Context: an optimization exercise on an open-source flow, tuned for small area, a short achievable clock period and few clock cycles per item. The choices shown serve that exercise and are no tape-out recipe. In this exercise RTL edits were held to simulation tests only and were not proved equivalent to the original. Power figures rest on the tool's default switching activity, not on a simulated workload. No driver is modelled on the clock port, so clocking that relies on it looks cheaper here than on a real chip.

harbor:
## bit_vector_last_one_query_core
module bit_vector_last_one_query_core (
	input  logic                           clk,
	input  logic                           arst_n,
	input  logic                           in_valid,
	output logic                           in_stall,
	input  logic [bvlq_pkg::FUNC_W-1:0]    func,
	input  logic                           bit_value,
	input  logic [bvlq_pkg::POS_W-1:0]     query_pos,
	output logic                           out_valid,
	input  logic                           out_stall,
	output logic [bvlq_pkg::POS_W-1:0]     last_one_pos,
	output logic                           found,
	output logic [bvlq_pkg::STAT_W-1:0]    status
);
Size: roughly 3200 cells after synthesis, ~1300 flip-flops.
==> flow/config.mk <==
export PLATFORM = sky130hd
export DESIGN_NAME = bit_vector_last_one_query_core
export DESIGN_NICKNAME = bit_vector_last_one_query_core
export VERILOG_FILES = /design/flow/design.v
export SDC_FILE = /design/flow/constraint.sdc
export NUM_CORES = 4
export LEC_CHECK = 0
export CAP_MARGIN = 20
export CORE_MARGIN = 2
export CORE_UTILIZATION = 35
export SETUP_SLACK_MARGIN = 5
export SLEW_MARGIN = 20
export SYNTH_MEMORY_MAX_BITS = 8192
==> flow/constraint.sdc <==
create_clock -name core_clock -period 10.0 [get_ports {clk}]
set_input_delay 2.0000 -clock core_clock [delete_from_list [all_inputs] [get_ports {clk}]]
set_output_delay 2.0000 -clock core_clock [all_outputs]
set_load 0.01 [all_outputs]
standard.sh (not shown) runs the stock make flow with config.mk's settings and CLKGATE_MAP_FILE= SYNTH_SCRIPT=/design/flow/synth_recipe.tcl, a recipe that flattens the netlist after the stock synthesis.
==> flow/flow/run.sh <==
#!/bin/bash
set -euo pipefail
MARGIN=$(cat flow/margin.txt)
bash standard.sh SETUP_SLACK_MARGIN="$MARGIN" finish > make_finish.log 2>&1
==> flow/flow/margin.txt <==
6.5
Testbench counts of harbor, summed over its fixed seeds: cycles 13,033, items 12,800.
--- input diff harbor..indigo ---
# harbor
export LEC_CHECK = 0
export CAP_MARGIN = 20
export CORE_MARGIN = 2
export CORE_UTILIZATION = 35
export SETUP_SLACK_MARGIN = 5
export SLEW_MARGIN = 20
export SYNTH_MEMORY_MAX_BITS = 8192
create_clock -name core_clock -period 10.0 [get_ports {clk}]
# indigo
export LEC_CHECK = 0
export CAP_MARGIN = 20
export CORE_MARGIN = 2
export CORE_UTILIZATION = 35
export SETUP_SLACK_MARGIN = 5
export SLEW_MARGIN = 20
export SYNTH_MEMORY_MAX_BITS = 8192
export TNS_END_PERCENT = 10
create_clock -name core_clock -period 10.0 [get_ports {clk}]
==> flow/flow/run.sh <==
#!/bin/bash
set -euo pipefail
MARGIN=$(cat flow/margin.txt)
CTS=$(cat flow/cts_args.txt)
bash standard.sh SETUP_SLACK_MARGIN="$MARGIN" "CTS_ARGS=$CTS" finish > make_finish.log 2>&1
==> flow/flow/cts_args.txt (new file) <==
-sink_clustering_enable -repair_clock_nets -dont_use_dummy_load -sink_clustering_size 24 -sink_clustering_max_diameter 90
==> flow/flow/margin.txt <==
7.0
## What came out
Compared with harbor, the router placed fewer vias in indigo. Looking at fraction of power consumed by the clock network across harbor and indigo, the one that comes out higher is harbor. Against harbor, indigo comes in 6.3% higher on buffer count from post-CTS setup fixing. Number of nets still failing antenna checks after routing: harbor vs indigo identical. Side by side, area occupied by multi-input gates turned out higher in indigo than in harbor. Against harbor, indigo comes in 3.3% higher on post-detailed-routing wire length. Looking at post-placement worst setup slack across harbor and indigo, the one that comes out lower is harbor. Hold-fix buffer count after cts came out exactly the same in harbor and indigo. Global-route usage over all layers, harbor and indigo: smaller value in harbor. Measured against indigo, the average detailed-routed wire length per instance of harbor comes out at 0.942 times the reference value.
Edits applied to the flow inputs when going from indigo to xenon:
# indigo
export LEC_CHECK = 0
export CAP_MARGIN = 20
export CORE_MARGIN = 2
export CORE_UTILIZATION = 35
export SETUP_SLACK_MARGIN = 5
export SLEW_MARGIN = 20
export SYNTH_MEMORY_MAX_BITS = 8192
export TNS_END_PERCENT = 10
create_clock -name core_clock -period 10.0 [get_ports {clk}]
# xenon
export LEC_CHECK = 0
export CAP_MARGIN = 20
export CORE_MARGIN = 2
export CORE_UTILIZATION = 45
export SETUP_SLACK_MARGIN = 5
export SLEW_MARGIN = 20
export SYNTH_MEMORY_MAX_BITS = 8192
create_clock -name core_clock -period 10.0 [get_ports {clk}]
==> flow/flow/margin.txt <==
6.5
[summary]
- Where timing-limited maximum frequency is concerned, indigo is better than xenon.
- The lower global-route usage came out of indigo.
- Note that the die extent in y recorded for indigo amounts to 1.13 times the value seen in xenon.
- Lower critical path depth in cells among indigo and xenon: indigo
- Diff indigo -> xenon | wire length | down slightly
- xenon reports a higher worst-case reg-to-reg path depth than indigo does.
- In the metrics for indigo and xenon, the one carrying the higher placed standard-cell area is indigo.

* * *

bit_vector_last_one_query_core, a different RTL version from the one above (not shown whole).
Size in the first run: ~3,000 cells after synthesis, ~34 I/O pins.
## bit_vector_last_one_query_core
module bit_vector_last_one_query_core (
	input  logic                           clk,
	input  logic                           arst_n,
	input  logic                           in_valid,
	output logic                           in_stall,
	input  logic [bvlq_pkg::FUNC_W-1:0]    func,
	input  logic                           bit_value,
	input  logic [bvlq_pkg::POS_W-1:0]     query_pos,
	output logic                           out_valid,
	input  logic                           out_stall,
	output logic [bvlq_pkg::POS_W-1:0]     last_one_pos,
	output logic                           found,
	output logic [bvlq_pkg::STAT_W-1:0]    status
);
==> flow/config.mk <==
export PLATFORM = sky130hd
export DESIGN_NAME = bit_vector_last_one_query_core
export DESIGN_NICKNAME = bit_vector_last_one_query_core
export VERILOG_FILES = /design/flow/design.v
export SDC_FILE = /design/flow/constraint.sdc
export NUM_CORES = 4
export LEC_CHECK = 0
export CAP_MARGIN = 20
export CORE_MARGIN = 2
export CORE_UTILIZATION = 35
export SETUP_SLACK_MARGIN = 5
export SLEW_MARGIN = 20
export SYNTH_MEMORY_MAX_BITS = 8192
==> flow/constraint.sdc <==
create_clock -name core_clock -period 10.0 [get_ports {clk}]
set_input_delay 2.0000 -clock core_clock [delete_from_list [all_inputs] [get_ports {clk}]]
set_output_delay 2.0000 -clock core_clock [all_outputs]
set_load 0.01 [all_outputs]
==> flow/flow/run.sh <==
#!/bin/bash
set -euo pipefail
MARGIN=$(cat flow/margin.txt)
CTS=$(cat flow/cts_args.txt)
bash standard.sh SETUP_SLACK_MARGIN="$MARGIN" "CTS_ARGS=$CTS" finish > make_finish.log 2>&1
==> flow/flow/cts_args.txt <==
-sink_clustering_enable -repair_clock_nets -dont_use_dummy_load -sink_clustering_size 24 -sink_clustering_max_diameter 90
==> flow/flow/margin.txt <==
7.0
Testbench counts at the start, summed over its fixed seeds: cycles 12,832, items 12,800.
Edit:
==> flow/flow/margin.txt (replaced) <==
6.5
The changed run completed with no timing, DRC or antenna violations.
Wire length falls by 10%.
Utilization shrinks by 1.8 points.
First-iteration DRC count decreases by about 12%.
Flip-flop and latch count stays the same.
Register-to-register slack degrades by 0.38 ns.
Edit:
==> flow/flow/cts_args.txt (replaced) <==
-sink_clustering_enable -repair_clock_nets -dont_use_dummy_load -sink_clustering_size 30 -sink_clustering_max_diameter 90
=> Worst setup slack improves by 0.0046 ns; utilization falls by 0.16 points; final area falls by 0.41%; sequential cell count stays the same; non-clock buffer count rises by 4; synthesized cell count stays the same; first-iteration DRC count rises by 4.2%.

==> separate check: timing with driven ports <==
No port has a modelled driver above. Below, the same layouts with a new extraction and two added sets of constraints.
Step 1 (the two cells are an assumption about what drives the block):
set clk [get_ports {clk}]
set_driving_cell -lib_cell sky130_fd_sc_hd__clkbuf_16 $clk
set_driving_cell -lib_cell sky130_fd_sc_hd__buf_2 [delete_from_list [all_inputs] $clk]
Step 2, shift: input delay + t, output delay - t, t = (earliest + latest rising clock arrival at the registers) / 2. This alone moves slack from input paths to output paths.
a / b / c = no drivers / after step 1 / after step 2; a / b = the first two.
| run | shift t [ns] | setup slack, ns | worst slew at a driven data input, ns |
|---|---|---|---|
| harbor | 0.814 | 6.351 / 6.351 / 6.351 | 0.03 |
| indigo | 0.744 | 6.377 / 6.377 / 6.377 | 0.03 |
| xenon | 0.774 | 6.326 / 6.326 / 6.326 | 0.04 |
| the first run of note 2 | 0.775 | 6.622 / 6.547 / 6.407 | 0.05 |
| the second run of note 2 | 0.757 | 6.570 / 6.511 / 5.907 | 0.05 |
| the third run of note 2 | 0.747 | 6.574 / 6.520 / 6.108 | 0.05 |
After both steps setup and hold are still met in every run listed. The setup slack of the second run of note 2, which loses most, moves by -0.059 ns with the drivers and by -0.663 ns with both steps.
